Source: an optimization exercise on an open RTL-to-GDS flow (aim: small area, a short achievable clock period and few clock cycles per item). Production flows keep margins and buffers that such runs may drop.
Function was not checked in any run shown here: the RTL went through the layout flow alone.
Power and IR drop assume default switching activity.

$ cat flow/run.sh
#!/bin/bash
# synth_recipe.tcl (not shown) runs the flow's synth.tcl, then flattens the netlist and writes it again
# the make line also repeats each setting of config.mk as NAME=value (left out here)
make -C /OpenROAD-flow-scripts/flow DESIGN_CONFIG=/design/flow/config.mk WORK_HOME=/design/flow/orfs CLKGATE_MAP_FILE= SYNTH_SCRIPT=/design/flow/synth_recipe.tcl finish
$ cat flow/design.v
`timescale 1ns/1ps
`default_nettype none
module mmacc_main (
  input  wire logic        clk,
  input  wire logic        s_rst_n,
  input  wire logic        ld_en_i,
  input  wire logic [4:0]  ld_add_i,
  input  wire logic [15:0] ld_data_i,
  input  wire logic        cmd_avail_i,
  input  wire logic [1:0]  cmd_slot_i,
  input  wire logic [2:0]  cmd_rot_i,
  input  wire logic        res_avail_i,
  input  wire logic [15:0] res_i,
  output logic             cmd_enquiry_o,
  output logic             feed_vld_o,
  output logic [15:0]      feed_data_o,
  output logic             feed_sop_o,
  output logic             feed_eop_o,
  output logic             sxt_vld_o,
  output logic [15:0]      sxt_data_o,
  output logic             sxt_last_o,
  output logic [1:0]       sxt_slot_o,
  output logic             done_o,
  output logic [1:0]       done_slot_o,
  output logic [3:0]       error_o
);
  logic [1:0] t_slot [4];
  logic [2:0] t_sidx [4];            
  logic [1:0] wr_ptr;                
  logic [2:0] ifc;                   
  logic       tab_full;
  logic       cmd_take;
  logic       x_done;                
  assign tab_full = ifc[2];
  assign cmd_take = cmd_avail_i & ~tab_full;
  always_ff @(posedge clk) begin
    if (!s_rst_n) begin
      wr_ptr <= '0;
      ifc    <= '0;
    end else begin
      wr_ptr <= wr_ptr + 2'(cmd_take);
      ifc    <= ifc + 3'(cmd_take) - 3'(x_done);
    end
  end
  always_ff @(posedge clk) begin
    if (cmd_take) begin
      t_slot[wr_ptr] <= cmd_slot_i;
      t_sidx[wr_ptr] <= 3'd0 - cmd_rot_i;
    end
  end
  logic [31:0][15:0] w;              
  logic [3:0][7:0]   sel_q;          
  logic [3:0][15:0]  rd;             
  always_comb begin
    for (int s = 0; s < 4; s++) begin
      rd[s] = '0;
      for (int i = 0; i < 8; i++) begin
        rd[s] = rd[s] | (w[s*8+i] & {16{sel_q[s][i]}});
      end
    end
  end
  function automatic logic [31:0] oh32(input logic [1:0] s, input logic [2:0] i);
    for (int a = 0; a < 32; a++) oh32[a] = ({s, i} == 5'(a));
  endfunction
  function automatic logic [7:0] oh8(input logic [2:0] i);
    for (int a = 0; a < 8; a++) oh8[a] = (i == 3'(a));
  endfunction
  function automatic logic [3:0] oh4(input logic [1:0] s);
    for (int a = 0; a < 4; a++) oh4[a] = (s == 2'(a));
  endfunction
  function automatic logic [15:0] cneg(input logic [15:0] x, input logic n);
    logic [15:0] p;
    p = x;
    for (int d = 1; d < 16; d = d * 2) begin
      for (int i = 15; i >= d; i--) p[i] = p[i] | p[i-d];
    end
    cneg[0] = x[0];
    for (int i = 1; i < 16; i++) cneg[i] = x[i] ^ (n & p[i-1]);
  endfunction
  logic       fr_v, fr_last, fr_neg;
  logic [2:0] fr_j;
  logic [7:0] fr_ioh;                
  logic [3:0] fr_soh;                
  logic [3:0] pf_oh;
  logic [1:0] f_ptr;                 
  logic [2:0] f_cnt;                 
  logic [2:0] fd_ptr;                
  logic       f_free, f_pend, f_start, f_tab;
  logic [3:0] fs_soh;
  logic [7:0] fs_ioh;
  assign f_pend  = (f_cnt != 3'd0);
  assign f_free  = ~fr_v | fr_last;
  assign f_start = f_free & (f_pend | cmd_take);
  assign f_tab   = f_pend;
  assign fs_soh  = f_tab ? oh4(t_slot[f_ptr]) : oh4(cmd_slot_i);
  assign fs_ioh  = f_tab ? oh8(t_sidx[f_ptr]) : oh8(3'd0 - cmd_rot_i);
  logic        fn_v;
  logic [31:0] fn_sel;
  logic [3:0]  fn_oh;
  logic [7:0]  fn_ioh;
  assign fn_v   = f_start | (fr_v & ~fr_last);
  assign fn_oh  = ~fn_v ? 4'd0 : f_start ? fs_soh : fr_soh;
  assign fn_ioh = f_start ? fs_ioh : {fr_ioh[6:0], fr_ioh[7]};
  always_comb begin
    for (int t = 0; t < 4; t++) fn_sel[t*8 +: 8] = fn_ioh & {8{fn_oh[t]}};
  end
  logic [15:0] pf;
  always_comb begin
    pf = '0;
    for (int s = 0; s < 4; s++) pf = pf | (rd[s] & {16{pf_oh[s]}});
  end
  always_ff @(posedge clk) begin
    if (!s_rst_n) begin
      fr_v   <= 1'b0;
      f_ptr  <= '0;
      f_cnt  <= '0;
      fd_ptr <= '0;
    end else begin
      fr_v   <= fn_v;
      f_ptr  <= f_ptr + 2'(f_start);
      f_cnt  <= f_cnt + 3'(cmd_take) - 3'(f_start);
      fd_ptr <= fd_ptr + 3'(fr_v & fr_last);
    end
  end
  always_ff @(posedge clk) begin
    if (f_start) begin
      fr_j    <= 3'd0;
      fr_last <= 1'b0;
      fr_soh  <= fs_soh;
      fr_ioh  <= fs_ioh;
      fr_neg  <= ~fs_ioh[0];
    end else begin
      fr_j    <= fr_j + 3'd1;
      fr_last <= (fr_j == 3'd6);
      fr_ioh  <= {fr_ioh[6:0], fr_ioh[7]};
      fr_neg  <= fr_neg & ~fr_ioh[7];
    end
  end
  logic        fq_v, fq_sop, fq_eop, fq_neg;
  logic [15:0] fq;
  always_ff @(posedge clk) begin
    if (!s_rst_n) begin
      fq_v       <= 1'b0;
      fq_sop     <= 1'b0;
      fq_eop     <= 1'b0;
      feed_vld_o <= 1'b0;
      feed_sop_o <= 1'b0;
      feed_eop_o <= 1'b0;
    end else begin
      fq_v       <= fr_v;
      fq_sop     <= fr_v & (fr_j == 3'd0);
      fq_eop     <= fr_v & fr_last;
      feed_vld_o <= fq_v;
      feed_sop_o <= fq_sop;
      feed_eop_o <= fq_eop;
    end
  end
  always_ff @(posedge clk) begin
    fq          <= pf;
    fq_neg      <= fr_neg;
    feed_data_o <= cneg(fq, fq_neg);
  end
  logic [5:0]  in_pos;               
  logic [15:0] a_q;
  logic        a_v;
  logic        r_v, r_adv;           
  logic [3:0]  pa_oh;
  logic [15:0] sum, nsum;
  logic [1:0]  in_slot;
  assign in_slot = t_slot[in_pos[4:3]];
  assign sum     = a_q + res_i;
  assign nsum    = (-a_q) + ~res_i + 16'd1;
  logic [15:0] pa;
  always_comb begin
    pa = '0;
    for (int s = 0; s < 4; s++) pa = pa | (rd[s] & {16{pa_oh[s]}});
  end
  logic a_load;
  assign a_load = r_v & (r_adv ? res_avail_i : ~res_avail_i);
  logic [7:0]  k_oh;                 
  logic [2:0]  in_ptr1;
  logic        av0, av1;             
  logic        rdc, rdn;             
  logic [3:0]  soc, son;             
  logic [7:0]  k1, k2;
  logic        x1, x2;               
  assign in_ptr1 = in_pos[5:3] + 3'd1;
  assign av0  = a_v | (r_v & ~r_adv);
  assign av1  = r_v & r_adv;
  assign rdc  = (in_pos[5:3] != fd_ptr) | (fr_v & fr_last);
  assign rdn  = (in_ptr1 != fd_ptr) | (fr_v & fr_last);
  assign soc  = oh4(t_slot[in_pos[4:3]]);
  assign son  = oh4(t_slot[in_ptr1[1:0]]);
  assign k1   = {k_oh[6:0], k_oh[7]};
  assign k2   = {k_oh[5:0], k_oh[7:6]};
  assign x1   = k_oh[7];
  assign x2   = k_oh[7] | k_oh[6];
  logic [7:0]  ti0, ti1;
  logic [3:0]  an_oh0, an_oh1, an_oh;
  logic [31:0] an_sel;
  logic        rdy0, rdy1;
  logic        c0, c1;
  assign ti0    = av0 ? k1 : k_oh;
  assign c0     = av0 & x1;
  assign ti1    = av1 ? k2 : k1;
  assign c1     = av1 ? x2 : x1;
  assign rdy0   = c0 ? rdn : rdc;
  assign rdy1   = c1 ? rdn : rdc;
  assign an_oh0 = ~rdy0 ? 4'd0 : c0 ? son : soc;
  assign an_oh1 = ~rdy1 ? 4'd0 : c1 ? son : soc;
  assign an_oh  = res_avail_i ? an_oh1 : an_oh0;
  always_comb begin
    for (int t = 0; t < 4; t++)
      an_sel[t*8 +: 8] = res_avail_i ? (ti1 & {8{an_oh1[t]}}) : (ti0 & {8{an_oh0[t]}});
  end
  always_ff @(posedge clk) begin
    if (!s_rst_n) begin
      in_pos <= '0;
      k_oh   <= 8'd1;
      a_v    <= 1'b0;
      r_v    <= 1'b0;
      r_adv  <= 1'b0;
    end else begin
      in_pos <= in_pos + 6'(res_avail_i);
      k_oh   <= res_avail_i ? k1 : k_oh;
      a_v    <= res_avail_i ? av1 : av0;
      r_v    <= res_avail_i ? rdy1 : rdy0;
      r_adv  <= res_avail_i ? av1 : av0;
    end
  end
  always_ff @(posedge clk) begin
    if (a_load) a_q <= pa;
  end
  logic [15:0] sum_q;
  logic        wq_v;
  logic [4:0]  wq_add;
  always_ff @(posedge clk) begin
    if (!s_rst_n) wq_v <= 1'b0;
    else          wq_v <= res_avail_i;
    if (res_avail_i) sum_q <= sum;
    wq_add <= {in_slot, in_pos[2:0]};
  end
  logic [15:0] wbus;
  logic [31:0] we;
  assign wbus = ld_en_i ? ld_data_i : sum_q;
  assign we   = (ld_en_i ? oh32(ld_add_i[4:3], ld_add_i[2:0]) : 32'd0)
              | (wq_v ? oh32(wq_add[4:3], wq_add[2:0]) : 32'd0);
  always_ff @(posedge clk) begin
    for (int a = 0; a < 32; a++) begin
      if (we[a]) w[a] <= wbus;
    end
  end
  logic       x_b0, x_b1;
  logic [2:0] xb;                    
  logic [1:0] x_slot;
  logic [3:0] px_oh;
  logic [15:0] w0, px;
  logic [15:0] xr;                   
  assign x_b0   = res_avail_i & (in_pos[2:0] == 3'd6);
  assign x_b1   = res_avail_i & (in_pos[2:0] == 3'd7);
  assign x_done = (xb == 3'd7);
  always_comb begin
    w0 = '0;
    for (int s = 0; s < 4; s++) w0 = w0 | (w[s*8] & {16{in_slot == 2'(s)}});
    px = '0;
    for (int s = 0; s < 4; s++) px = px | (rd[s] & {16{px_oh[s]}});
  end
  logic        xn_v;
  logic [2:0]  xn_idx;
  logic [31:0] xn_sel;
  assign xn_v   = x_b1 | ((xb != 3'd0) & (xb < 3'd6));
  assign xn_idx = x_b1 ? 3'd5 : 3'd6 - xb;
  assign xn_sel = xn_v ? oh32(x_slot, xn_idx) : 32'd0;
  always_ff @(posedge clk) begin
    if (!s_rst_n) begin
      xb         <= '0;
      sxt_vld_o  <= 1'b0;
      sxt_last_o <= 1'b0;
    end else begin
      xb         <= x_b1 ? 3'd2 : (xb != 3'd0 && xb != 3'd7) ? xb + 3'd1 : 3'd0;
      sxt_vld_o  <= x_b0 | x_b1 | (xb != 3'd0);
      sxt_last_o <= x_done;
    end
  end
  always_ff @(posedge clk) begin
    if (x_b0) x_slot <= in_slot;
    xr         <= x_b1 ? sum_q : px;
    sxt_data_o <= x_b0 ? w0 : x_b1 ? nsum : cneg(xr, 1'b1);
  end
  assign sxt_slot_o  = x_slot;
  assign done_o      = sxt_last_o;
  assign done_slot_o = x_slot;
  always_ff @(posedge clk) begin
    sel_q <= fn_sel | an_sel | xn_sel;
    pf_oh <= fn_oh;
    pa_oh <= an_oh;
    px_oh <= xn_v ? oh4(x_slot) : 4'd0;
  end
  logic [2:0] enq_cnt;
  always_ff @(posedge clk) begin
    if (!s_rst_n) begin
      enq_cnt       <= 3'd4;
      cmd_enquiry_o <= 1'b0;
    end else begin
      enq_cnt       <= enq_cnt - 3'(enq_cnt != 3'd0);
      cmd_enquiry_o <= (enq_cnt != 3'd0) | x_done;
    end
  end
  logic err_cmd, err_res;
  always_ff @(posedge clk) begin
    if (!s_rst_n) begin
      err_cmd <= 1'b0;
      err_res <= 1'b0;
    end else begin
      err_cmd <= err_cmd | (cmd_avail_i & tab_full);
      err_res <= err_res | (res_avail_i & (in_pos[5:3] == fd_ptr));
    end
  end
  assign error_o = {err_cmd, 1'b0, err_res, 1'b0};
endmodule
`default_nettype wire
$ cat flow/config.mk
export PLATFORM = sky130hd
export DESIGN_NAME = mmacc_main
export DESIGN_NICKNAME = mmacc_main
export VERILOG_FILES = /design/flow/design.v
export SDC_FILE = /design/flow/constraint.sdc
export NUM_CORES = 4
export LEC_CHECK = 0
export CAP_MARGIN = 20
export CORE_MARGIN = 2
export CORE_UTILIZATION = 40
export CTS_CLUSTER_DIAMETER = 80
export CTS_CLUSTER_SIZE = 24
export SETUP_SLACK_MARGIN = 2.5
export SLEW_MARGIN = 20
$ cat flow/constraint.sdc
create_clock -name core_clock -period 5.0 [get_ports {clk}]
set_input_delay 1.0000 -clock core_clock [delete_from_list [all_inputs] [get_ports {clk}]]
set_output_delay 1.0000 -clock core_clock [all_outputs]
set_load 0.01 [all_outputs]
==> results of run 1 <==
-- registers in the layout, indices dropped and copies added (netlist names), 4 cells and up --
name / cells
xr: 16
a_q: 16
wq_add: 5
t_sidx: 12
feed_data_o: 16
sxt_data_o: 16
k_oh: 8
sel_q: 32
pf_oh: 4
pa_oh: 4
fq: 16
t_slot: 8
px_oh: 4
w: 512
sum_q: 16
fr_soh: 4
in_pos: 6
fr_ioh: 8
-- layout make-up --
class                           instances  area, sq um  area share (%)
Timing Repair Buffer                  188         1890            5.29
Antenna cell                            1         2.50         0.00699
Sequential cell                       745        20600            57.5
Multi-Input combinational cell       1266        10400            29.1
Clock inverter                         16          206           0.577
Tap cell                              978         1220            3.42
Clock buffer                           64         1220            3.40
Inverter                               62          253           0.706
-- Yosys cell counts (5+ instances only) --
master and instances:
a211o_1 18, a21o_1 11, a21oi_1 42, a221o_1 6, a222oi_1 6, a22o_1 7, a22oi_1 355, a31oi_1 22
and2_1 33, and3_1 5, buf_1 13, buf_4 7, clkbuf_1 119, dfxtp_1 179, edfxtp_1 566, ha_1 66
inv_1 61, mux2_2 16, mux2i_1 32, mux4_2 23, nand2_1 100, nand2b_1 31, nand3_1 31, nand3b_1 5
nand4_1 75, nor2_1 66, nor2b_1 27, nor3_1 19, nor3b_1 5, o211ai_1 9, o21ai_0 41, o22ai_1 56
o31ai_1 8, or2_2 9, or3_1 9, xnor2_1 41, xor2_1 28
-- metrics by stage --
stage / total power [mW] / setup slack (ps)
2_1_floorplan: 9.47 / 2170
3_3_place_gp: 11.1 / 1320
3_5_place_dp: 11.2 / 1330
4_1_cts: 15.2 / 2160
5_1_grt: 15.8 / 2100
6_report: 15.4 / 2150
-- power by group through the flow --
| stage | logic (mW) | registers (mW) | clock network, mW |
|---|---|---|---|
| 2_1_floorplan | 2.07 | 7.41 | 0 |
| 3_3_place_gp | 3.16 | 7.95 | 0 |
| 3_5_place_dp | 3.21 | 7.97 | 0 |
| 4_1_cts | 3.35 | 7.84 | 4.04 |
| 5_1_grt | 3.69 | 7.90 | 4.26 |
| 6_report | 3.50 | 7.87 | 3.98 |
-- layer usage --
layer | track usage [%] | vias to the layer above
li1 | - | 8887
met4 | 8.46 | 6
met5 | 0 | -
met2 | 38.9 | 1130
met3 | 4.73 | 144
met1 | 35.8 | 10400
-- worst max-delay path by stage --
| stage | endpoint | slack [ps] | cells after the start |
|---|---|---|---|
| floorplan | sum_q[12] | 2170 | 9 |
| global placement | sxt_data_o[13] | 1320 | 11 |
| detailed placement | w[212] | 1330 | 4 |
| CTS | feed_data_o[15] | 2160 | 7 |
| global route | feed_data_o[15] | 2100 | 7 |
| finish | feed_data_o[15] | 2150 | 7 |
-- worst reg2reg max path: cells and delay by family, from the launching register on --
kind             cells  cell delay [ps]
flip-flops           1              350
XOR/XNOR             1              140
AND/OR/NAND/NOR      5             2130
AO/OA/AOI/OAI        1              150
-- cell families after synthesis --
kind of cell | count (synthesis) | synth area share [%]
AND/OR/NAND/NOR | 439 | 7.63
AO/OA/AOI/OAI | 612 | 14.3
buffers and inverters | 202 | 2.57
adder cells (fa/ha/maj) | 70 | 2.96
multiplexers | 71 | 3.33
XOR/XNOR | 70 | 2.05
other | 1 | 0.0122
flip-flops | 745 | 67.2
-- repair_timing --
action,CTS,global route
resized for setup,150,48
setup buffers,51,31
setup endpoints to repair,541,244
cloned,2,0
pin swaps,42,32
-- cells in the final DEF (no fill, tap or decap), drive strengths merged, types with 11 or more instances in the layout --
cell type / count
nand2b: 31
clkbuf: 67
nand3: 31
dfxtp: 179
a31oi: 22
mux2: 16
ha: 66
o22ai: 56
a22oi: 355
buf: 101
inv: 73
a21oi: 42
xnor2: 41
dlygate4sd2: 44
nor3: 19
o21ai: 43
or3: 11
nand4: 75
and2: 33
nor2b: 27
nand2: 100
edfxtp: 566
xor2: 28
a211o: 18
a21o: 11
mux2i: 32
clkdlybuf4s50: 34
mux4: 25
nor2: 66
==> results.txt, run 1 <==
Global route:
- The first-pass GRT wire length is between 100 and 150 mm.
- The number of antenna violations at the first check in global routing came to 6.
- The leftover overflow at the end of global routing is 0.
- Entering global routing, the biggest net connects 42 pins.
- In the global route stage, overall resource usage came out at about a quarter.
- The via count of the first global-routing pass came to 19600.

Floorplanning:
- The width of the die is 281 um.
- The die height is 281 um.
- The area enclosed by the die boundary is around 0.079 sq mm.
- For this design the top-level I/O count stands at 94.
- The cell row count is 101.
- The region available for standard cell placement spans 0.0758 sq mm.
- Once the floorplan was initialized, standard cells occupied roughly two fifths of the core.

STA:
- The actual transition at the worst max-transition pin is 1210 ps.
- The clock period could shrink to 2850 ps.
- The setup total negative slack is 0 ps.
- The worst clock skew is approximately 35 ps.
- The final number of max-transition violations is 0.
- Timing would allow up to 0.351 GHz.
- In this run the tightest slew margin relative to its limit is 19.6%.
- Setup repair after global routing could not meet its margin everywhere.
- Of the available clock period, the critical path in the final layout requires between 50% and 60%.
- Setup violations remaining at the end of the flow were counted as 0.
- The number of failing hold endpoints at the final stage came to 0.
- The tightest hold margin is 362 ps.

Place:
- Once detailed placement completed, the half-perimeter wirelength came to 66.7 mm.
- The post-detailed-placement cell area is 0.0329 sq mm.
- The final weighted congestion in routability-driven placement is between 0.9 and 1.
- During placement, the flow inserted port buffers numbering 91.
- Including well taps, the total number of placed cells is 3155.

Min path:
- The path class of the tightest hold or removal check is register to register.
- The worst hold path passes through 0 cells.
- For hold timing, the worst endpoint is fq_neg.
- The start point of the worst min-delay path is fr_neg.

CTS:
- The maximum count of clock buffers along a single path is 3.
- The number of hold buffers added after CTS is 0.
- The TritonCTS clock tree is done.
- CTS saw around 750 sinks.
- The clock latency at the later pin of the worst-skew pair is 630 ps.
- Buffers inserted during clock tree synthesis total 43.
- CTS built an H-tree with a depth of 2.
- After clock tree synthesis, the clock-pin slew on the worst setup and hold paths is 100 ps.
- In this run the clock root is driven by a clkbuf_16.

Run:
- Across the run, the number of max-cap violations was 0.

Power and ir drop:
- The cell leakage power is ~12 nW.
- In this run the power spent charging and discharging nets is 5.24 mW.
- Cell internal power was estimated by the tool at 10.1 mW.
- The portion of total power attributed to the clock network is between 20 and 30%.
- The proportion of power drawn by combinational gates is 22.8%.
- The relative contribution of sequential cells to total power is between 50 and 60%.
- Net switching is ~34% of the power.
- In this run the power density over the cells is 429 mW/mm^2.
- The peak supply drop is 0.271 mV.

Worst setup path:
- The endpoint kind of the worst setup timing path is a register.
- The worst register-to-register path has a depth of 7.
- The endpoint arrival time on the critical path is 3390 ps.
- The type of origin of the critical path is a register.
- The maximum fanout count along the critical path is 4.
- The setup path with the least slack is of type register to register.
- The number of buffers and inverters on the critical path is 0.
- The cell with the largest stage delay on the worst path is or4_4.
- The largest single stage delay on the critical path is 510 ps.
- The critical path starts at fq[1].
- On the critical path the largest part of the delay comes from simple AND/OR/NAND/NOR gates.
- The data required time at the worst endpoint is 5550 ps.
- The most frequent cell on the critical path is or4_4.
- The worst register-to-register path has a setup slack of approximately 2200 ps.
- The critical path goes through or4_4 > or4_4 > or3_4 > or4_4 > or3_4 > o21ai_4 > xnor2_2.
- The endpoint identified for the worst register-to-register timing path is feed_data_o[15].
- The worst flop-to-flop path startpoint is fq[1].

Yosys:
- The biggest area consumer among synthesized cells is edfxtp_1.
- After synthesis, the largest area contributor takes up a little under three fifths of total cell area.
- The mapped netlist covers 0.0306 sq mm.
- The predominant post-synthesis flop cell is edfxtp_1.
- The count of unique library cells instantiated by Yosys is 69.
- The average instance in the mapped netlist occupies between 10 and 15 sq um.
- The post-synthesis sequential area ratio is 67.2%.
- Counting flops with a built-in enable in the synthesized netlist gives approximately 570.
- The warning count from the yosys run is 1.
- After synthesis, the cell types taking the most area are edfxtp_1 (55%), dfxtp_1 (12%), a22oi_1 (8.7%), ha_1 (2.7%), mux4_2 (1.7%).
- The synthesized netlist cell count is around 2200.
- After synthesis, the share of flip-flops with an asynchronous set or reset is 0%.
- In this run, synthesis produced a sequential element count of 745.

Routing:
- The final routed wire length divided by cell count is a little over 30 um.
- Wires add up to 101 mm.
- Summed over all nets, wire length on met3 after detailed routing comes to roughly 9.6 mm.
- The first TritonRoute pass finished after 6 iterations.
- The uppermost signal routing layer after detailed routing is met5.
- The wire length on met2 is roughly 45 mm.
- The DRC violation count after routing is 0.
- The met1 layer wirelength in the final routing is approximately 42 mm.
- The final antenna-violating net count is 0.
- The detailed router's first-iteration violation count is between 2000 and 3000.
- The routed layout has 20600 vias.
- In the routed layout, each cell is associated on average with a via count of slightly above 6.

Layout:
- The layout net count is 2423.
- The post-layout instance area is between 0.03 and 0.04 sq mm.
- The area growth from synthesis to final layout is 16.9%.
- The layout filler cell count is 6564.
- The final design utilization is between 40 and 50%.
- After the flow finishes, the layout carries non-filler instances totaling 3320.
- The fraction of final layout cells sized beyond drive strength 1 is 16.5%.

Outcome:
- The flow ran to the end and the layout has no timing, DRC or antenna violations.
==> run 2: changes to the inputs <==
--- a/flow/config.mk
+++ b/flow/config.mk
@@ -8,7 +8,7 @@
 export CAP_MARGIN = 20
 export CORE_MARGIN = 2
 export CORE_UTILIZATION = 40
-export CTS_CLUSTER_DIAMETER = 80
-export CTS_CLUSTER_SIZE = 24
+export CTS_CLUSTER_DIAMETER = 100
+export CTS_CLUSTER_SIZE = 28
 export SETUP_SLACK_MARGIN = 2.5
 export SLEW_MARGIN = 20
==> results.txt, run 2 <==
Outcome:
- The run finished with no timing, DRC or antenna violations.

Worst setup path:
- The number of cells on the worst reg-to-reg path is 7.
- The critical path goes through or4_4 > or4_4 > or3_4 > or4_4 > or3_4 > o21ai_4 > xnor2_2.
- STA classifies the critical path startpoint as a register.
- The endpoint kind of the worst setup timing path is a register.
- The maximum fanout count along the critical path is 4.
- The delay of the slowest cell on the worst path is 510 ps.
- Data on the critical path is required at its endpoint by about 5500 ps.
- The most frequent cell on the critical path is or4_4.
- The worst flop-to-flop path startpoint is fq[1].
- The setup slack of the worst register-to-register path is 2160 ps.
- Among all stages on the critical path, the largest delay is contributed by or4_4.
- The endpoint arrival time on the critical path is 3360 ps.
- Grouping stages by cell kind, the critical path spends the most delay in simple AND/OR/NAND/NOR gates.
- The critical setup path kind is register to register.
- The number of buffers and inverters on the critical path is 0.
- The endpoint identified for the worst register-to-register timing path is feed_data_o[15].

CTS:
- After clock tree synthesis, the clock-pin slew on the worst setup and hold paths is 120 ps.
- The clock latency at the later pin of the worst-skew pair is ~610 ps.
- TritonCTS built the clock tree.
- The maximum count of clock buffers along a single path is 3.
- The root buffer selected by CTS is clkbuf_16.
- The number of clock buffers added by TritonCTS is 34.
- The H-tree was split into 2 levels.
- The clock sink total is roughly 750.
- The number of hold buffers added after CTS is 0.

Floorplanning:
- The area enclosed by the die boundary is 0.0788 sq mm.
- The top-level port count is 94.
- The width of the die is about 280 um.
- The placeable core area is 0.0758 sq mm.
- The cell row count is 101.
- The die is around 280 um tall.
- The initial utilization of the core area, before any placement, comes to 40.4%.

STA:
- At the pin with the least slew margin, the transition time is 1250 ps.
- The worst clock skew is around 40 ps.
- The final number of max-transition violations is 0.
- Dividing the final minimum period by the clock period gives 56.7%.
- Based on the critical path, the design can be clocked at up to about 0.35 GHz.
- In this run the tightest slew margin relative to its limit is 16.5%.
- The tightest hold margin is around 360 ps.
- For the final routed database, the setup TNS stands at 0 ps.
- Setup repair after global routing could not meet its margin everywhere.
- The number of failing hold endpoints at the final stage is 0.
- Setup violations remaining at the end of the flow were counted as 0.
- For the finished layout, the period the worst path requires is about 2800 ps.

Routing:
- The number of search-and-repair iterations in the first detailed-routing pass is 6.
- The first routing iteration left between 2000 and 3000 violations.
- The final antenna-violating net count is 0.
- The final routed wire length divided by cell count is 30.5 um.
- The overall routed net length is 101 mm.
- Using the TritonRoute via totals, the vias-per-cell ratio works out to between 6 and 7.
- In the routed design, unresolved DRC markers number 0.
- The total number of vias is 20500.

Power and ir drop:
- The power per cell area is 416 mW/mm^2.
- In this run switching power makes up 34.0% of total power.
- The proportion of power drawn by combinational gates is 23.8%.
- IR analysis of the VDD net gives a maximum drop of 0.278 mV.
- The design internal power is 9.78 mW.
- The final total power is 14.8 mW.
- For this design the total switching power over the nets is slightly above 5 mW.
- The cell leakage power is about 12 nW.
- The share of total power dissipated in sequential elements is 53.1%.
- Of the total power, the clock network draws 23.1%.

Layout:
- The final design utilization is 47.0%.
- The post-route netlist has 16.4% of its cells at a drive strength greater than 1.
- The area growth from synthesis to final layout is 16.4%.
- The register with the most flip-flops in the layout has 512 of them.
- The final layout contains 2420 nets.
- The largest registers in the layout are w x512, sel_q x32.
- The post-layout instance area is between 0.03 and 0.04 sq mm.
- Counting flops per register, the top entry is w.
- The library cells used most frequently in the layout, excluding fill and tap cells, are edfxtp_1 (566), a22oi_1 (355), dfxtp_1 (169).
- The most common cell after layout, fill and taps aside is edfxtp_1.

Global route:
- The number of antenna violations at the first check in global routing came to 7.
- The via count of the first global-routing pass came to between 15000 and 20000.
- The first global-routing pass estimated 142 mm of wire.
- The largest net degree at the start of global routing is 42.
- The leftover overflow at the end of global routing is 0.
- The global routing usage summed across all routing layers is approximately 25%.

Place:
- The post-detailed-placement cell area is between 0.03 and 0.04 sq mm.
- The half-perimeter wire length after placement is around 67 mm.
- The total of buffers placed on input and output ports is 91.
- At the end of routability-driven placement, the weighted congestion stood at 0.934.

Yosys:
- The share of synthesized registers carrying an async set or reset is 0%.
- For this run, the number of Yosys warnings is 1.
- The largest total area in the synthesized netlist belongs to edfxtp_1.
- The synthesized design contains between 700 and 800 register bits.
- In this run the cell area of the synthesized design comes to approximately 0.03 sq mm.
- The commonest cells after synthesis are edfxtp_1 (566), a22oi_1 (355), dfxtp_1 (179).
- The per-instance average area after synthesis is 13.9 sq um.
- The cell with the most instances after synthesis is edfxtp_1.
- Counting flops with a built-in enable in the synthesized netlist gives about 570.
- The share of the synthesized area in the top cell type is 55.5%.
- The post-synthesis sequential area ratio is 67.2%.
- Among all flip-flop cells after synthesis, the most frequent one is edfxtp_1.
- The synthesized netlist cell count is 2210.
- In this run, distinct cell masters in the synthesized netlist total 69.
- By area the synthesized netlist is led by edfxtp_1 (55%), dfxtp_1 (12%), a22oi_1 (8.7%), ha_1 (2.7%), mux4_2 (1.7%).

Min path:
- The startpoint identified for the worst hold timing path is fr_neg.
- The worst hold path depth is 0.
- The type of the most critical hold path is register to register.
- The path with the worst hold slack has its endpoint at fq_neg.

Run:
- The max-cap violation count is 0.
==> run 2: cell counts after synthesis <==
No cell type changed its count.
==> run 2: routing by layer <==
layer	wire (um)	track usage [%]	part of all wire, %
met5	28	0	0.028
met3	9750	5.57	9.7
met2	45100	38.9	45
met1	42200	35.2	42
met4	3540	7.79	3.5
==> run 2: worst max-delay path by stage <==
| stage | startpoint | to | slack, ps | depth (start not counted) |
|---|---|---|---|---|
| CTS | fq[0] | feed_data_o[15] | 2170 | 7 |
| global placement | res_i[6] | sxt_data_o[13] | 1320 | 11 |
| global route | fq[1] | feed_data_o[15] | 2110 | 7 |
| floorplan | res_i[0] | sum_q[12] | 2170 | 9 |
| detailed placement | ld_en_i | w[212] | 1330 | 4 |
| finish | fq[1] | feed_data_o[15] | 2160 | 7 |
==> run 2: stage by stage <==
stage	setup WS (ps)	std cells
3_5_place_dp	1330	3155
6_report	2160	3306
5_1_grt	2110	3305
3_3_place_gp	1320	3155
2_1_floorplan	2170	2211
4_1_cts	2170	3277
==> run 2: layout make-up <==
cell class                 count  area (sq um)
antenna                        1          2.50
multi-input combinational   1267         10500
fill                        6602         40200
inverter                      62           253
sequential                   745         20600
tap                          978          1220
clock inverter                 7           108
timing repair buffer         193          2010
clock buffer                  53           965
==> run 2: repair_timing <==
action / in CTS / in global routing
endpoints found under the setup margin: 722 / 256
cloned: 2 / 1
gates resized for setup: 136 / 77
buffers inserted: 60 / 27
pin swaps: 39 / 36
==> run 2: logic make-up (layout without fill, tap and decap cells) <==
group	count (synthesis)	count (layout)	share of synthesized area (%)
xor+xnor	70	70	2.05
fa+ha+maj	70	70	2.96
buf+inv	202	315	2.57
flops	745	745	67.2
simple gates	439	440	7.63
compound gates	612	612	14.3
mux	71	73	3.33
other cells	1	3	0.0122
==> run 2: power groups by stage <==
stage	sequential, mW	clock (mW)	combinational [mW]
after global routing	7.90	3.69	3.70
after CTS	7.84	3.47	3.38
final	7.87	3.42	3.52
after global placement	7.95	0	3.16
after detailed placement	7.97	0	3.21
after floorplan	7.41	0	2.07
==> run 3: changes to the inputs <==
--- a/flow/design.v
+++ b/flow/design.v
@@ -68,6 +68,19 @@
   function automatic logic [3:0] oh4(input logic [1:0] s);
     for (int a = 0; a < 4; a++) oh4[a] = (s == 2'(a));
   endfunction
+  function automatic logic [3:0] nib_or(input logic [15:0] x);
+    for (int k = 0; k < 4; k++) nib_or[k] = |x[4*k +: 4];
+  endfunction
+  function automatic logic [15:0] cneg4(input logic [15:0] x, input logic [3:0] g,
+                                        input logic n);
+    logic any;
+    for (int i = 0; i < 16; i++) begin
+      any = 1'b0;
+      for (int k = 0; k < 4; k++) if (4*k + 4 <= i) any = any | g[k];
+      for (int b = (i / 4) * 4; b < i; b++) any = any | x[b];
+      cneg4[i] = x[i] ^ (n & any);
+    end
+  endfunction
   function automatic logic [15:0] cneg(input logic [15:0] x, input logic n);
     logic [15:0] p;
     p = x;
@@ -138,6 +151,7 @@
   end
   logic        fq_v, fq_sop, fq_eop, fq_neg;
   logic [15:0] fq;
+  logic [3:0]  fq_g;
   always_ff @(posedge clk) begin
     if (!s_rst_n) begin
       fq_v       <= 1'b0;
@@ -157,8 +171,9 @@
   end
   always_ff @(posedge clk) begin
     fq          <= pf;
+    fq_g        <= nib_or(pf);
     fq_neg      <= fr_neg;
-    feed_data_o <= cneg(fq, fq_neg);
+    feed_data_o <= cneg4(fq, fq_g, fq_neg);
   end
   logic [5:0]  in_pos;               
   logic [15:0] a_q;
@@ -256,6 +271,7 @@
   logic [3:0] px_oh;
   logic [15:0] w0, px;
   logic [15:0] xr;                   
+  logic [3:0]  xr_g;
   assign x_b0   = res_avail_i & (in_pos[2:0] == 3'd6);
   assign x_b1   = res_avail_i & (in_pos[2:0] == 3'd7);
   assign x_done = (xb == 3'd7);
@@ -285,7 +301,8 @@
   always_ff @(posedge clk) begin
     if (x_b0) x_slot <= in_slot;
     xr         <= x_b1 ? sum_q : px;
-    sxt_data_o <= x_b0 ? w0 : x_b1 ? nsum : cneg(xr, 1'b1);
+    xr_g       <= x_b1 ? nib_or(sum_q) : nib_or(px);
+    sxt_data_o <= x_b0 ? w0 : x_b1 ? nsum : cneg4(xr, xr_g, 1'b1);
   end
   assign sxt_slot_o  = x_slot;
   assign done_o      = sxt_last_o;
--- a/flow/config.mk
+++ b/flow/config.mk
@@ -8,7 +8,7 @@
 export CAP_MARGIN = 20
 export CORE_MARGIN = 2
 export CORE_UTILIZATION = 40
-export CTS_CLUSTER_DIAMETER = 100
-export CTS_CLUSTER_SIZE = 28
+export CTS_CLUSTER_DIAMETER = 80
+export CTS_CLUSTER_SIZE = 24
 export SETUP_SLACK_MARGIN = 2.5
 export SLEW_MARGIN = 20
==> results.txt, run 3 <==
STA:
- The tightest hold path in the finished design has a slack of approximately 400 ps.
- Derived from the worst setup path, the maximum achievable clock frequency is ~0.39 GHz.
- The final number of max-transition violations is 0.
- For the pin with the worst max-slew slack, the measured transition is 1020 ps.
- Setup violations remaining at the end of the flow were counted as 0.
- Headroom to the max-slew limit came out at a little under a third.
- The number of failing hold endpoints at the final stage is 0.
- The final worst setup slack is 2440 ps.
- The final period utilization is 51.3%.
- For the final routed database, the setup TNS stands at 0 ps.
- Setup repair after global routing could not meet its margin everywhere.
- The final critical delay including setup and external delays is 2560 ps.
- The clock arrives with 45.9 ps of skew.

Routing:
- Using the TritonRoute via totals, the vias-per-cell ratio works out to 6.13.
- The routed layout has 21300 vias.
- The routed design has 105 mm of wire.
- The DRC violation count after routing is 0.
- The final antenna-violating net count is 0.
- The number of search-and-repair iterations in the first detailed-routing pass is 8.
- After detailed routing, the average wire length per cell comes to 30.2 um.
- For this block, the initial DRC count from the detailed router was 2776.

Worst setup path:
- The data required time at the worst endpoint is 5500 ps.
- Traced cell by cell, the critical path runs through clkdlybuf4s50_1 > inv_1 > ha_4 > ha_4 > a21o_1 > a21oi_2 > nor2b_1 > o21ai_0 > a21oi_1 > or3_1.
- In this run the register-to-register setup slack is between 2000 and 2500 ps.
- The number of cells on the worst reg-to-reg path is 11.
- The slowest stage of the critical path is the clkdlybuf4s50_1 cell.
- STA classifies the critical path endpoint as a register.
- The end of the worst register-to-register path is sxt_data_o[15].
- In this design, the stage delay of the slowest critical-path cell is 510 ps.
- The worst register-to-register path begins at a_q[1].
- The endpoint arrival time on the critical path is 3070 ps.
- The most frequent cell on the critical path is ha_4.
- In this run the worst path has a maximum fanout of 7.
- The worst setup path is launched from an input pin.
- The critical setup path kind is input pin to register.

CTS:
- The H-tree depth is 2.
- Counting the buffers created by CTS gives roughly 40.
- The root buffer selected by CTS is clkbuf_16.
- Clock-pin slew was measured on the worst setup and hold paths at 100 ps.
- The number of hold buffers added after CTS was 0.
- The longest clock path from root to sink contains 3 buffers.
- The clock latency at the later pin of the worst-skew pair is approximately 630 ps.
- TritonCTS built the clock tree.
- Counting every sink on the clock net gives ~750.

Layout:
- Leaving out fill and tap cells, the most frequent cell in the layout is edfxtp_1.
- In the final layout, the registers with the most flip-flops are w x512, sel_q x32.
- The flip-flop count of the largest register, all copies and words added is 512.
- The layout net count is 2523.
- Once layout is complete, the cells apart from fillers number between 3000 and 4000.
- The top cell types in the final layout, fill and taps aside, are edfxtp_1 (566), a22oi_1 (346), dfxtp_1 (157).
- The register containing the most flip-flops in the final layout is w.
- In the final layout, the share of cells above drive strength 1 is about 18%.
- The filler cells instantiated in the layout total 6674.
- The area growth from synthesis to final layout is 17.4%.

Min path:
- The end point of the most critical hold path is feed_data_o[0].
- The worst hold path belongs to the class register to register.
- The start point of the worst min-delay path is fq[0].
- The worst hold path passes through 0 cells.

Floorplanning:
- The floorplan step set the die height to 283 um.
- The placeable core area is 0.0772 sq mm.
- The effective utilization at floorplan is 40.3%.
- The area enclosed by the die boundary is 0.0800 sq mm.
- The width of the die is roughly 280 um.
- In this run the count of I/O pins placed on the die edge is 94.
- The cell row count is ~100.

Yosys:
- The post-synthesis sequential area ratio is 66.6%.
- The warning count from the yosys run is 1.
- The area of the mapped netlist is 0.0311 sq mm.
- The number of enable flip-flop cells after synthesis is around 570.
- The count of unique library cells instantiated by Yosys is 75.
- The commonest cells after synthesis are edfxtp_1 (566), a22oi_1 (347), dfxtp_1 (185).
- A synthesized cell averages 13.8 sq um.
- By area the synthesized netlist is led by edfxtp_1 (55%), dfxtp_1 (12%), a22oi_1 (8.4%), ha_1 (3.1%), clkbuf_1 (1.5%).
- The biggest area consumer among synthesized cells is edfxtp_1.
- The share of the synthesized area in the top cell type is 54.6%.
- The flip-flop and latch count after synthesis is 751.
- The cell with the most instances after synthesis is edfxtp_1.
- The synthesized netlist cell count is 2257.
- The most used flip-flop cell after synthesis is edfxtp_1.
- After synthesis, the share of flip-flops with an asynchronous set or reset is 0%.

Global route:
- The leftover overflow at the end of global routing is 0.
- The number of antenna violations at the first check in global routing came to 6.
- The largest net degree at the start of global routing is 47.
- The via count of the first global-routing pass came to 20200.
- The first global-routing pass estimated 148 mm of wire.
- The global routing usage summed across all routing layers is 25.8%.

Run:
- Max-cap violations in this run came to 0.

Outcome:
- The flow ran to the end and the layout has no timing, DRC or antenna violations.

Place:
- Before CTS, the worst setup slack after placement is 1270 ps.
- The congestion estimate from routability-driven global placement came to 0.931.
- The half-perimeter wire length after placement is 69.4 mm.
- The cell count after placement is 3271.
- During placement, the flow inserted port buffers numbering 91.

Power and ir drop:
- Power spread over the standard cell area amounts to 435 mW/mm^2.
- VDD sags by at most 0.257 mV.
- The cell leakage power is roughly 13 nW.
## run 3: how the worst max path moves through the flow
stage	startpoint	endpoint	slack, ps	cells past startpoint
floorplan	res_i[1]	sxt_data_o[15]	2150	11
finish	res_i[12]	sxt_data_o[15]	2440	10
global placement	cmd_avail_i	f_cnt[2]	1320	12
detailed placement	cmd_avail_i	f_cnt[2]	1270	12
global route	res_i[12]	sxt_data_o[15]	2390	10
CTS	cmd_rot_i[0]	sel_q[19]	2450	9
## run 3: cell families (layout without fill, tap and decap cells)
kind of cell / after synthesis / after routing / share of synthesized area, %
flops: 751 / 751 / 66.6
compound gates: 628 / 628 / 14.7
simple gates: 440 / 442 / 7.18
buf+inv: 224 / 390 / 2.92
fa+ha+maj: 80 / 80 / 3.31
mux: 73 / 75 / 3.61
xor+xnor: 60 / 60 / 1.73
other cells: 1 / 6 / 0.0121
## run 3: timing repair
| action | CTS | global route |
|---|---|---|
| gates cloned | 2 | 2 |
| pin swaps | 48 | 40 |
| buffers inserted | 70 | 48 |
| setup endpoints to repair | 459 | 292 |
| gates resized for setup | 156 | 83 |
## run 3: metal layers
metal	wire length (um)	GRT usage, %	up-vias
li1	-	-	9116
met1	43700	36.2	10900
met2	46400	39.0	1113
met3	10500	6.22	174
met4	3980	9.36	6
met5	41	0	-
## run 3: critical path: cells and delay by family
kind | cells | cell delay [ps]
AOI/OAI and AO/OA | 4 | 550
adders and majority gates | 2 | 500
buffers and inverters | 2 | 600
and+or+nand+nor | 2 | 410
## run 3: power breakdown
part	internal (mW)	switching, mW	total (mW)
sequential	7.21	0.717	7.92
combinational	1.49	2.69	4.19
clock	1.68	2.10	3.78
total	10.4	5.51	15.9
## run 3: area by class of cell
class / count / area, sq um / area share [%]
sequential: 751 / 20700 / 56.8
clock buffer: 59 / 1110 / 3.05
antenna: 4 / 10.0 / 0.0274
multi-input combinational: 1287 / 10600 / 29.1
tap: 1040 / 1300 / 3.56
timing repair buffer: 240 / 2230 / 6.10
inverter: 75 / 302 / 0.826
clock inverter: 16 / 188 / 0.514
## run 3: metrics by stage
stage / util (%) / power, mW / area, sq um
2_1_floorplan: - / 9.70 / 31700
3_3_place_gp: 43.3 / 11.6 / 33500
3_5_place_dp: 43.3 / 11.6 / 33500
4_1_cts: 46.5 / 15.6 / 35900
5_1_grt: 47.3 / 16.4 / 36500
6_report: 47.3 / 15.9 / 36500
==> run 4: changes to the inputs <==
--- a/flow/config.mk
+++ b/flow/config.mk
@@ -10,5 +10,5 @@
 export CORE_UTILIZATION = 40
 export CTS_CLUSTER_DIAMETER = 80
 export CTS_CLUSTER_SIZE = 24
-export SETUP_SLACK_MARGIN = 2.5
+export SETUP_SLACK_MARGIN = 2.8
 export SLEW_MARGIN = 20
==> results.txt, run 4 <==
Outcome:
- The run finished with no timing, DRC or antenna violations.

STA:
- The max-slew headroom at the worst pin is 32.4%.
- The number of failing hold endpoints at the final stage is 0.
- Setup violations remaining at the end of the flow were counted as 0.
- The final number of max-transition violations is 0.
- Summed over all failing endpoints, the final setup total negative slack is 0 ps.
- Setup repair after global routing could not meet its margin everywhere.
- The final period utilization is between 50% and 60%.
- The final critical delay including setup and external delays is 2540 ps.
- The peak clock frequency supported by timing is between 0.3 and 0.4 GHz.
- The worst clock skew is 46.6 ps.
- For the pin with the worst max-slew slack, the measured transition is 1010 ps.

Floorplanning:
- The cell row count is 102.
- 94 I/O pins were placed.
- The floorplan step defined a core boundary enclosing 0.0772 sq mm.
- The effective utilization at floorplan is 40.3%.
- The die height is between 200 and 300 um.
- The floorplan step defined a die boundary enclosing 0.0800 sq mm.
- The width of the die is 283 um.

Global route:
- The via count of the first global-routing pass is 20600.
- Entering global routing, the biggest net connects 39 pins.
- The global routing usage summed across all routing layers is 26.1%.
- The number of antenna violations at the first check in global routing is 5.
- The leftover overflow at the end of global routing is 0.
- The first-pass GRT wire length is roughly 150 mm.

Yosys:
- After technology mapping, the gate count stands at 2257.
- The predominant post-synthesis flop cell is edfxtp_1.
- The number of different library cells used by synthesis comes to 75.
- The area of the mapped netlist is 0.0311 sq mm.
- The number of enable flip-flop cells after synthesis is 566.
- edfxtp_1 takes more of the synthesized area than any other cell.
- The flip-flop and latch count after synthesis is approximately 750.
- The cell with the most instances after synthesis is edfxtp_1.
- After synthesis, the most frequently instantiated cells are edfxtp_1 (566), a22oi_1 (347), dfxtp_1 (185).
- The warning count from the yosys run is 1.
- The share of synthesized registers carrying an async set or reset is 0%.
- The per-instance average area after synthesis is 13.8 sq um.
- The share of the synthesized area in the top cell type is 54.6%.
- Ranked by total cell area, the synthesized netlist is headed by edfxtp_1 (55%), dfxtp_1 (12%), a22oi_1 (8.4%), ha_1 (3.1%), clkbuf_1 (1.5%).
- Sequential cells were found to cover 66.6% of the synthesized design area.

Worst setup path:
- The critical setup path kind is register to register.
- STA puts the critical path data arrival time at roughly 3000 ps.
- The type of origin of the critical path is a register.
- The worst setup path is captured at a register.
- STA puts the critical path data required time at about 5500 ps.
- The maximum fanout count along the critical path is 9.
- The startpoint of the most critical setup path is a_v.
- The worst flop-to-flop path startpoint is a_v.

CTS:
- In this run the deepest clock path goes through 3 buffers.
- The root buffer cell chosen for the clock tree is clkbuf_16.
- The clock latency at the later pin of the worst-skew pair is 620 ps.
- The total clock buffers created by CTS is between 40 and 50.
- After clock tree synthesis, the clock-pin slew on the worst setup and hold paths is 90 ps.
- Clock tree synthesis found a total of 751 sinks.
- The H-tree was split into 2 levels.
- TritonCTS built the clock tree.

Layout:
- Relative to the synthesized area, the layout overhead comes to 22.4%.
- The register containing the most flip-flops in the final layout is w.
- The antenna cell count is 0.
- The post-layout instance area is 0.0381 sq mm.
- The layout net count is roughly 2600.
- The fraction of final layout cells sized beyond drive strength 1 is 27.4%.
- The register with the most flip-flops in the layout has 512 of them.
- The top cell types in the final layout, fill and taps aside, are edfxtp_1 (566), a22oi_1 (345), buf_4 (146).
- The largest registers in the layout are w x512, sel_q x32.
- The most common cell after layout, fill and taps aside is edfxtp_1.

Routing:
- The detailed router finished its first iteration with 2817 violations.
- The total number of vias is 21700.
- The DRC violation count after routing is 0.
- The overall routed net length is between 100 and 150 mm.
- Once detail routing completed, the nets flagged for antenna violations numbered 0.
- For this run, the detailed router's first-pass iteration total came to 6.
- The final routed wire length divided by cell count is 30.3 um.
- The post-detailed-route via-to-cell ratio is 6.16.

Place:
- During placement, the flow inserted port buffers numbering 91.
- In this run the cell area measured after placement is roughly 0.034 sq mm.
- The half-perimeter wire length after placement is 68.9 mm.
- The final weighted congestion in routability-driven placement is 0.929.

Power and ir drop:
- The design internal power is 10.6 mW.
- The cell leakage power is 13.0 nW.
- The switching power as a share of total power is 34.8%.
- The portion of total power attributed to the clock network is 23.0%.
- IR analysis of the VDD net gives a maximum drop of ~0.25 mV.
- The relative contribution of sequential cells to total power is 49.3%.
- Combinational cells account for 27.7% of the total power.
- The analysis attributes to net switching a power of 5.65 mW.
- The power per cell area is roughly 430 mW/mm^2.

Run:
- The max-cap violation count is 0.

Min path:
- The type of the most critical hold path is register to register.
- In this run the most critical hold path is launched from fq[0].
## run 4: changes by cell type in the layout (fill, tap and decap cells not counted), moves of 20 or more
cell	before	now
dfxtp_1	157	134
buf_2	5	38
dlygate4sd2_1	33	8
buf_4	126	146
buf_12	17	37
o22ai_4	16	36
## run 4: final timing paths
kind                          to  slack (ps)  depth (start not counted)
setup / recovery        sel_q[5]        2460                          4
hold / removal    feed_data_o[0]         390                          0
setup reg to reg        sel_q[5]        2460                          4
hold reg to reg   feed_data_o[0]         390                          0
## run 4: power groups by stage
stage	sequential [mW]	combinational (mW)	clock (mW)
finish	8.00	4.50	3.74
global route	8.04	4.72	4.00
CTS	7.98	4.18	3.80
detailed placement	8.10	3.63	0
global placement	8.10	3.59	0
floorplan	7.51	2.29	0
## run 4: layout make-up
| class | count | area (sq um) |
|---|---|---|
| Sequential cell | 751 | 20800 |
| Multi-Input combinational cell | 1290 | 11500 |
| Fill cell | 6464 | 39100 |
| Tap cell | 1040 | 1300 |
| Timing Repair Buffer | 298 | 2870 |
| Inverter | 75 | 360 |
| Clock buffer | 53 | 1110 |
| Clock inverter | 14 | 174 |
## run 4: timing repair
| action | in CTS | in global routing |
|---|---|---|
| pin swaps | 101 | 64 |
| hold buffers | 0 | 0 |
| endpoints found under the setup margin | 1152 | 794 |
| buffers inserted | 142 | 53 |
| gates resized for setup | 420 | 134 |
| cloned | 7 | 2 |
## run 4: worst max-delay path: stages (launching register included)
cell and delay [ps]:
dfxtp_1 520, nand2_1 540, mux2i_1 820, o21ai_2 140, a311o_1 380
## run 4: cells by family (layout without fill, tap and decap cells)
family	Yosys count	count (layout)	synth area share [%]
other	1	2	0.0121
flip-flops	751	751	66.6
multiplexers	73	74	3.61
adder cells (fa/ha/maj)	80	80	3.31
AO/OA/AOI/OAI	628	629	14.7
XOR/XNOR	60	60	1.73
AND/OR/NAND/NOR	440	445	7.18
buffers and inverters	224	440	2.92
## run 4: metal layers
metal,vias to the layer above,share of wire (%),GRT usage [%]
met1,11100,41,36.8
met3,232,10,5.73
met2,1149,44,40.0
li1,9230,-,-
met5,-,0.025,0
met4,4,4.1,9.32
## run 4: metrics by stage
step	hold slack [ps]	utilization [%]	worst slack, ps	power, mW	instances
finish	393	49.3	2460	16.2	3521
global route	410	49.3	2340	16.8	3521
CTS	400	48.2	2450	16.0	3466
detailed placement	387	43.8	1290	11.7	3250
global placement	379	43.7	1400	11.7	3249
floorplan	329	-	2150	9.79	2258
==> run 5: changes to the inputs <==
--- a/flow/config.mk
+++ b/flow/config.mk
@@ -8,7 +8,7 @@
 export CAP_MARGIN = 20
 export CORE_MARGIN = 2
 export CORE_UTILIZATION = 40
-export CTS_CLUSTER_DIAMETER = 80
-export CTS_CLUSTER_SIZE = 24
-export SETUP_SLACK_MARGIN = 2.8
+export CTS_CLUSTER_DIAMETER = 100
+export CTS_CLUSTER_SIZE = 28
+export SETUP_SLACK_MARGIN = 2.5
 export SLEW_MARGIN = 20
==> results.txt, run 5 <==
Outcome:
- The run finished with no timing, DRC or antenna violations.

STA:
- For the finished layout, the period the worst path requires is approximately 2600 ps.
- Setup repair after global routing could not meet its margin everywhere.
- After routing, the total negative slack on setup checks comes to 0 ps.
- The final number of max-transition violations is 0.
- The worst clock skew is 52.4 ps.
- After layout, the worst path uses a little over 50% of the clock period.
- The tightest hold margin is between 300 and 400 ps.
- The number of failing hold endpoints at the final stage was 0.
- At the pin with the least slew margin, the transition time is approximately 1100 ps.
- The max-slew headroom at the worst pin is a little over a quarter.
- Setup violations remaining at the end of the flow were counted as 0.
- Derived from the worst setup path, the maximum achievable clock frequency is 0.390 GHz.

Worst setup path:
- The signal on the critical path passes through clkdlybuf4s50_1 > inv_1 > ha_4 > ha_4 > a21o_1 > a21oi_2 > nor2b_1 > o21ai_0 > a21oi_1 > or3_1.
- The worst setup path is of the input pin to register kind.
- STA classifies the critical path startpoint as an input pin.
- The largest single stage delay on the critical path is 510 ps.
- Among all stages on the critical path, the largest delay is contributed by clkdlybuf4s50_1.
- The number of buffers and inverters on the critical path is 2.
- The endpoint arrival time on the critical path is a little over 3000 ps.
- The cell that appears most often on the critical path is ha_4.
- The largest delay contributor family on the critical path is buffers and inverters.
- The endpoint kind of the worst setup timing path is a register.
- At the worst endpoint, the required time is 5490 ps.
- Of all nets on the critical path, the largest fanout is 7.

Place:
- Summed over all nets, the half-perimeter wirelength after detailed placement is 69.4 mm.
- The count of buffers added on input and output ports is 91.
- In this run, placement finished with an instance count of 3271.
- At the end of routability-driven placement, the weighted congestion stood at 0.931.

Routing:
- Dividing the detail-routed via count by the number of cells gives 6.16.
- In this run, the number of DRC markers left after iteration 0 of detailed routing was 3028.
- The total number of vias is 21200.
- The count of nets left with antenna violations once routing finished came out at 0.
- The overall routed net length is 104 mm.
- The number of search-and-repair iterations in the first detailed-routing pass is 5.
- For this run, design rule violations remaining after detail routing come to 0.
- The final routed wire length divided by cell count is 30.4 um.

Power and ir drop:
- The relative contribution of sequential cells to total power is 51.1%.
- For this design the total switching power over the nets is between 5 and 6 mW.
- The power per cell area is 430 mW/mm^2.
- The cell leakage power is approximately 12 nW.
- Combinational cells account for 27.0% of the total power.
- Per report_power, the clock group accounts for 21.9% of the total.
- The switching power as a share of total power is roughly a third.
- The peak supply drop is 0.252 mV.
- The design internal power is 10.1 mW.

CTS:
- Clock-pin slew was measured on the worst setup and hold paths at ~100 ps.
- The clock sink total is 751.
- The number of clock buffers added by TritonCTS is 34.
- The clock passes through at most 3 buffers.
- The later pin in the worst-skew pair is clocked with a latency of 610 ps.
- The TritonCTS clock tree is done.
- The number of hold buffers added after CTS is 0.
- The root buffer selected by CTS is clkbuf_16.
- The H-tree generated during clock tree synthesis spans 2 levels.

Layout:
- Fill cells in the final layout number 6714.
- The layout net count is about 2500.
- In the final layout, the registers with the most flip-flops are w x512, sel_q x32.
- Cells fill 46.7% of the core in the end.
- w holds more flip-flops than any other register.
- The register with the most flip-flops in the layout has 512 of them.
- The post-layout instance count excluding filler cells is between 3000 and 4000.
- The library cell used most frequently in the layout, excluding fill and tap cells, is edfxtp_1.
- Relative to the synthesized area, the layout overhead comes to 16.0%.
- In the layout the commonest cells are edfxtp_1 (566), a22oi_1 (346), dfxtp_1 (156).
- The fraction of final layout cells sized beyond drive strength 1 is 16.7%.

Yosys:
- For this run, the number of Yosys warnings is 1.
- The number of different library cells used by synthesis comes to 75.
- The flip-flop and latch count after synthesis is 751.
- Averaged over all synthesized cells, the footprint is 13.8 sq um.
- The share of synthesized registers carrying an async set or reset is 0%.
- In the synthesized netlist, the number of instances is about 2300.
- By count the netlist is led by edfxtp_1 (566), a22oi_1 (347), dfxtp_1 (185).
- The biggest area consumer among synthesized cells is edfxtp_1.
- Yosys mapped a number of flops with a built-in enable equal to 566.
- The cell with the most instances after synthesis is edfxtp_1.
- In the synthesized netlist the dominant register cell turns out to be edfxtp_1.
- By area the synthesized netlist is led by edfxtp_1 (55%), dfxtp_1 (12%), a22oi_1 (8.4%), ha_1 (3.1%), clkbuf_1 (1.5%).
- The post-synthesis sequential area ratio is 66.6%.
- Summing every instance area after synthesis gives 0.0311 sq mm.
- After synthesis, the largest area contributor takes up 54.6% of total cell area.

Floorplanning:
- The total area inside the core boundary comes to 0.0772 sq mm.
- The area enclosed by the die boundary is 0.0800 sq mm.
- The die is 283 um tall.
- The width of the die is 283 um.
- In this run the count of I/O pins placed on the die edge is 94.
- The effective utilization at floorplan is 40.3%.
- The cell row count is 102.

Min path:
- The type of the most critical hold path is register to register.

Global route:
- The largest net degree at the start of global routing is 47.
- The leftover overflow at the end of global routing is 0.
- The first global-routing pass estimated 148 mm of wire.
- The global routing usage summed across all routing layers is 25.9%.
- The via count of the first global-routing pass is 20200.
- The number of antenna violations at the first check in global routing is 5.

Run:
- Max-cap violations in this run came to 0.
[run 5: cell counts after synthesis]
No cell type changed its count.
[run 5: area by class of cell]
class	count	area (sq um)	area share, %
sequential	751	20700	57.5
clock buffer	54	968	2.69
timing repair buffer	222	2070	5.75
tap	1040	1300	3.61
multi-input combinational	1287	10600	29.3
antenna	1	2.50	0.00694
inverter	75	302	0.836
clock inverter	7	105	0.291
[run 5: cells by family after synthesis]
family,Yosys count,share of synthesized area [%]
DFF,751,66.6
AOI/OAI and AO/OA,628,14.7
and+or+nand+nor,440,7.18
buffers and inverters,224,2.92
adders and majority gates,80,3.31
muxes,73,3.61
xor gates and xnor gates,60,1.73
other,1,0.0121
[run 5: metrics by stage]
| stage | instance area, sq um | worst slack (ps) | power, mW |
|---|---|---|---|
| 2_1_floorplan | 31700 | 2150 | 9.70 |
| 3_3_place_gp | 33500 | 1320 | 11.6 |
| 5_1_grt | 36100 | 2360 | 16.0 |
| 3_5_place_dp | 33500 | 1270 | 11.6 |
| 4_1_cts | 35700 | 2420 | 15.2 |
| 6_report | 36100 | 2430 | 15.5 |
[run 5: timing repair]
item,CTS,global route
cloned,4,0
gates resized for setup,156,73
buffers inserted,72,28
pin swaps,49,28
endpoints found under the setup margin,480,344
[run 5: worst paths after layout]
path              from              to  slack [ps]  cells after the start
max          res_i[12]  sxt_data_o[15]        2430                     10
min reg2reg      fq[0]  feed_data_o[0]         400                      0
max reg2reg     a_q[1]  sxt_data_o[15]        2490                     11
min              fq[0]  feed_data_o[0]         400                      0
[run 5: power by group through the flow]
stage / Clock, mW / Sequential (mW) / Combinational [mW]
floorplan: 0 / 7.51 / 2.20
detailed placement: 0 / 8.03 / 3.61
global placement: 0 / 8.02 / 3.58
CTS: 3.45 / 7.90 / 3.87
finish: 3.40 / 7.93 / 4.18
global route: 3.65 / 7.96 / 4.38
[run 5: metal layers]
layer	global-route usage [%]	vias up	routed length (um)
li1	-	9050	-
met1	37.0	10800	43100
met2	39.8	1176	46500
met3	5.01	164	11300
met4	8.19	2	3570
met5	0	-	13
==> run 6: changes to the inputs <==
--- a/flow/design.v
+++ b/flow/design.v
@@ -149,31 +149,19 @@
       fr_neg  <= fr_neg & ~fr_ioh[7];
     end
   end
-  logic        fq_v, fq_sop, fq_eop, fq_neg;
-  logic [15:0] fq;
-  logic [3:0]  fq_g;
   always_ff @(posedge clk) begin
     if (!s_rst_n) begin
-      fq_v       <= 1'b0;
-      fq_sop     <= 1'b0;
-      fq_eop     <= 1'b0;
       feed_vld_o <= 1'b0;
       feed_sop_o <= 1'b0;
       feed_eop_o <= 1'b0;
     end else begin
-      fq_v       <= fr_v;
-      fq_sop     <= fr_v & (fr_j == 3'd0);
-      fq_eop     <= fr_v & fr_last;
-      feed_vld_o <= fq_v;
-      feed_sop_o <= fq_sop;
-      feed_eop_o <= fq_eop;
+      feed_vld_o <= fr_v;
+      feed_sop_o <= fr_v & (fr_j == 3'd0);
+      feed_eop_o <= fr_v & fr_last;
     end
   end
   always_ff @(posedge clk) begin
-    fq          <= pf;
-    fq_g        <= nib_or(pf);
-    fq_neg      <= fr_neg;
-    feed_data_o <= cneg4(fq, fq_g, fq_neg);
+    feed_data_o <= cneg4(pf, nib_or(pf), fr_neg);
   end
   logic [5:0]  in_pos;               
   logic [15:0] a_q;
--- a/flow/config.mk
+++ b/flow/config.mk
@@ -8,7 +8,7 @@
 export CAP_MARGIN = 20
 export CORE_MARGIN = 2
 export CORE_UTILIZATION = 40
-export CTS_CLUSTER_DIAMETER = 100
-export CTS_CLUSTER_SIZE = 28
+export CTS_CLUSTER_DIAMETER = 80
+export CTS_CLUSTER_SIZE = 24
 export SETUP_SLACK_MARGIN = 2.5
 export SLEW_MARGIN = 20
==> results.txt, run 6 <==
Min path:
- The type of the most critical hold path is register to register.
- The start point of the worst min-delay path is fr_j[0].

Outcome:
- The run finished with no timing, DRC or antenna violations.

Global route:
- The global routing usage summed across all routing layers is 27.1%.
- The via count of the first global-routing pass came to 20900.
- The first-pass GRT wire length is ~150 mm.
- The number of antenna violations at the first check in global routing is 3.
- The total overflow left after global routing is 0.
- Entering global routing, the biggest net connects 44 pins.

Worst setup path:
- The data required time at the worst endpoint is between 5000 and 6000 ps.
- The worst flop-to-flop path startpoint is w[397].
- The type of origin of the critical path is a register.
- The worst setup path is captured at a register.
- In this run the worst setup path begins at w[397].
- The critical setup path kind is register to register.
- The maximum fanout count along the critical path is 4.
- The endpoint arrival time on the critical path is about 3300 ps.

Floorplanning:
- The area enclosed by the die boundary is 0.0790 sq mm.
- The core region is 0.0759 sq mm.
- During I/O placement, the number of pins put on the boundary was 94.
- The die height is approximately 280 um.
- The width of the die is 281 um.
- The effective utilization at floorplan is 40.4%.
- In this run the core area contains slightly above 100 standard-cell rows.

Layout:
- The fraction of final layout cells sized beyond drive strength 1 is 27.9%.
- The finished cells cover 0.0378 sq mm.
- The largest registers in the layout are w x512, sel_q x32.
- Across the whole layout, storage elements account for 0.0203 sq mm.
- The post-layout instance count excluding filler cells is approximately 3500.
- The most common cell after layout, fill and taps aside is edfxtp_1.
- The register containing the most flip-flops in the final layout is w.
- The flip-flop count of the largest register, all copies and words added is between 500 and 600.
- The library cells used most frequently in the layout, excluding fill and tap cells, are edfxtp_1 (566), a22oi_1 (227), buf_4 (137).
- The layout filler cell count is between 6000 and 7000.
- In the final design database the tool counted 2546 nets.
- The area growth from synthesis to final layout is 22.9%.
- In the final layout, the multi-input gates occupy 0.0115 sq mm.

Yosys:
- Sequential cells were found to cover 65.9% of the synthesized design area.
- Ranked by instance count, the synthesized netlist is headed by edfxtp_1 (566), a22oi_1 (309), dfxtp_1 (162).
- After synthesis, the largest family of logic cells by area is compound AO/OA/AOI/OAI gates.
- By instance count, the leading cell after synthesis is edfxtp_1.
- The count of unique library cells instantiated by Yosys is 75.
- The share of the synthesized area in the top cell type is 55.3%.
- A synthesized cell averages ~14 sq um.
- The multiplexer share of the synthesized area is between 3 and 4%.
- The post-synthesis share of cell area spent on and, or, nand and nor gates is 7.56%.
- Counting every instance in the synthesized netlist gives roughly 2200.
- The xor and xnor fraction of the mapped netlist area is around 1.7%.
- By area the synthesized netlist is led by edfxtp_1 (55%), dfxtp_1 (11%), a22oi_1 (7.6%), ha_1 (3.1%), mux4_2 (1.8%).
- The predominant post-synthesis flop cell is edfxtp_1.
- The biggest area consumer among synthesized cells is edfxtp_1.
- In this run, synthesis produced a sequential element count of 728.
- Counting flops with a built-in enable in the synthesized netlist gives 566.
- The cell area that synthesis handed to floorplanning was 0.0307 sq mm.
- The post-synthesis adder-cell area fraction is 3.36%.
- The compound-cell area share of the yosys netlist is 14.9%.
- Counting flops with an async set or reset pin after synthesis yields a share of 0%.
- For this run, the number of Yosys warnings is 1.

Routing:
- The final route contains 21900 vias.
- The first TritonRoute pass finished after 5 iterations.
- After detailed routing, the number of vias per cell comes to 6.30.
- The detailed router's first-iteration violation count is ~3000.
- The final antenna-violating net count is 0.
- The final routed wire length divided by cell count is 31.4 um.
- After detailed routing, the number of remaining DRC violations is 0.
- The overall routed net length is between 100 and 150 mm.

STA:
- Hold timing on the final database bottoms out at a slack of 465 ps.
- The final period utilization is 55.5%.
- Setup repair after global routing could not meet its margin everywhere.
- The worst clock skew is between 30 and 40 ps.
- The final number of max-transition violations came to 0.
- Headroom to the max-slew limit came out at 20.6%.
- At the pin with the least slew margin, the transition time is 1190 ps.
- In the final timing run, aggregate negative setup slack is 0 ps.
- Setup violations remaining at the end of the flow were counted as 0.
- The final critical delay including setup and external delays is ~2800 ps.
- Across all setup checks in the final design, the least slack found is between 2000 and 2500 ps.
- The peak clock frequency supported by timing is around 0.36 GHz.
- The number of failing hold endpoints at the final stage is 0.

CTS:
- The TritonCTS clock tree is done.
- The clock-pin transition on the worst setup and hold timing paths is roughly 90 ps.
- The later pin in the worst-skew pair is clocked with a latency of roughly 620 ps.
- The clock sink total is between 700 and 800.
- The H-tree depth is 2.
- The root buffer selected by CTS is clkbuf_16.
- Buffers inserted during clock tree synthesis total 41.
- In this run, post-CTS hold repair placed 0 buffers.
- The clock passes through at most 3 buffers.

Place:
- Including well taps, the total number of placed cells is 3241.
- In this run the cell area measured after placement is approximately 0.033 sq mm.
- OpenSTA, run right after detailed placement, puts the worst setup slack at 1210 ps.
- The wire-length estimate of the detail-placed layout is 71.9 mm.
- The total of buffers placed on input and output ports is 91.
- Routability-driven placement finished with a final weighted congestion of a little under 1.

Power and ir drop:
- For this design the static power due to leakage is between 10 and 15 nW.
- The power per cell area is approximately 440 mW/mm^2.
- The peak supply drop is roughly 0.33 mV.

Run:
- The max-cap violation count is 0.
==> run 6: cell count changes in the layout (fill, tap and decap cells not counted), sizes merged, moves of 11 or more <==
cell    before  now
a41o         0   13
inv         78   95
nor2        91   64
a221oi       0   12
a41oi        6   35
a22oi      347  317
dfxtp      185  162
buf        137  208
o22ai       55   33
a21o        13    2
a211o       19    3
==> run 6: repair_timing <==
action                     in CTS  in global routing
setup endpoints to repair     621                333
pin swaps                     103                 80
gates resized for setup       309                179
buffers inserted               99                 59
cloned                          4                  3
==> run 6: where the power goes <==
group	internal (mW)	leakage [nW]	total [mW]	switching, mW
registers	6.95	6.45	7.44	0.488
logic	2.18	5.60	5.56	3.38
clock network	1.65	0.634	3.76	2.12
total	10.8	12.7	16.8	5.98
==> run 6: cell type report <==
cell class | instances | share of cell area (%)
Antenna cell | 1 | 0.00663
Inverter | 89 | 0.981
Clock buffer | 56 | 2.95
Multi-Input combinational cell | 1262 | 30.5
Timing Repair Buffer | 297 | 7.81
Tap cell | 1030 | 3.41
Clock inverter | 18 | 0.494
Sequential cell | 728 | 53.8
==> run 6: kinds of logic (layout without fill, tap and decap cells) <==
group | Yosys count | in the layout
AO/OA/AOI/OAI | 612 | 613
XOR/XNOR | 58 | 58
adder cells (fa/ha/maj) | 80 | 80
buffers and inverters | 222 | 460
flip-flops | 728 | 728
multiplexers | 72 | 74
other | 1 | 3
AND/OR/NAND/NOR | 433 | 435
==> run 6: path summary, 6_finish.rpt <==
path	end	slack, ps	cells past startpoint
setup / recovery	feed_data_o[15]	2230	7
hold / removal	fr_j[0]	470	1
setup reg to reg	feed_data_o[15]	2230	7
hold reg to reg	fr_j[0]	470	1
==> run 6: critical path, stage by stage, from the launching register on <==
cell,delay (ps)
edfxtp_1,610
a22oi_1,240
nand4_1,690
a22oi_1,400
nand2_1,200
nand2b_1,210
o21ai_2,160
xor2_1,180
==> run 6: routing by layer <==
| layer | wire length [um] | vias up | part of all wire, % | GRT usage, % |
|---|---|---|---|---|
| met2 | 49200 | 1369 | 45 | 42.0 |
| met1 | 42300 | 11100 | 39 | 35.7 |
| li1 | - | 9168 | - | - |
| met4 | 6270 | 2 | 5.7 | 13.6 |
| met5 | 13 | - | 0.012 | 0 |
| met3 | 11500 | 265 | 11 | 6.13 |
==> run 6: through the flow <==
step	power (mW)	utilization, %
2_1_floorplan	9.72	-
3_3_place_gp	11.4	43.7
3_5_place_dp	11.5	43.7
4_1_cts	16.0	48.1
5_1_grt	17.2	49.7
6_report	16.8	49.7

re-timing with driven ports:
How much do the figures lean on ideal ports? The routed layouts below were timed once more, with nothing changed but the port constraints.
Step 1 sets driving cells, clkbuf_16 on the clock port and buf_2 on the other inputs (assumed; they add their load-dependent delay and slew).
Step 2, shift: input delay + t, output delay - t, t = (earliest + latest rising clock arrival at the registers) / 2. This alone moves slack from input paths to output paths.
Slacks: no drivers / after step 1 / after step 2; pairs: no drivers / after step 1.
run | t, ns | setup slack, ns
run 1 | 0.674 | 2.153 / 2.153 / 1.813
run 2 | 0.654 | 2.164 / 2.164 / 1.839
run 3 | 0.667 | 2.437 / 2.465 / 1.806
run 4 | 0.672 | 2.455 / 2.455 / 1.841
run 5 | 0.651 | 2.433 / 2.437 / 1.786
run 6 | 0.663 | 2.226 / 2.226 / 1.618
After both steps setup and hold are still met in every run listed.
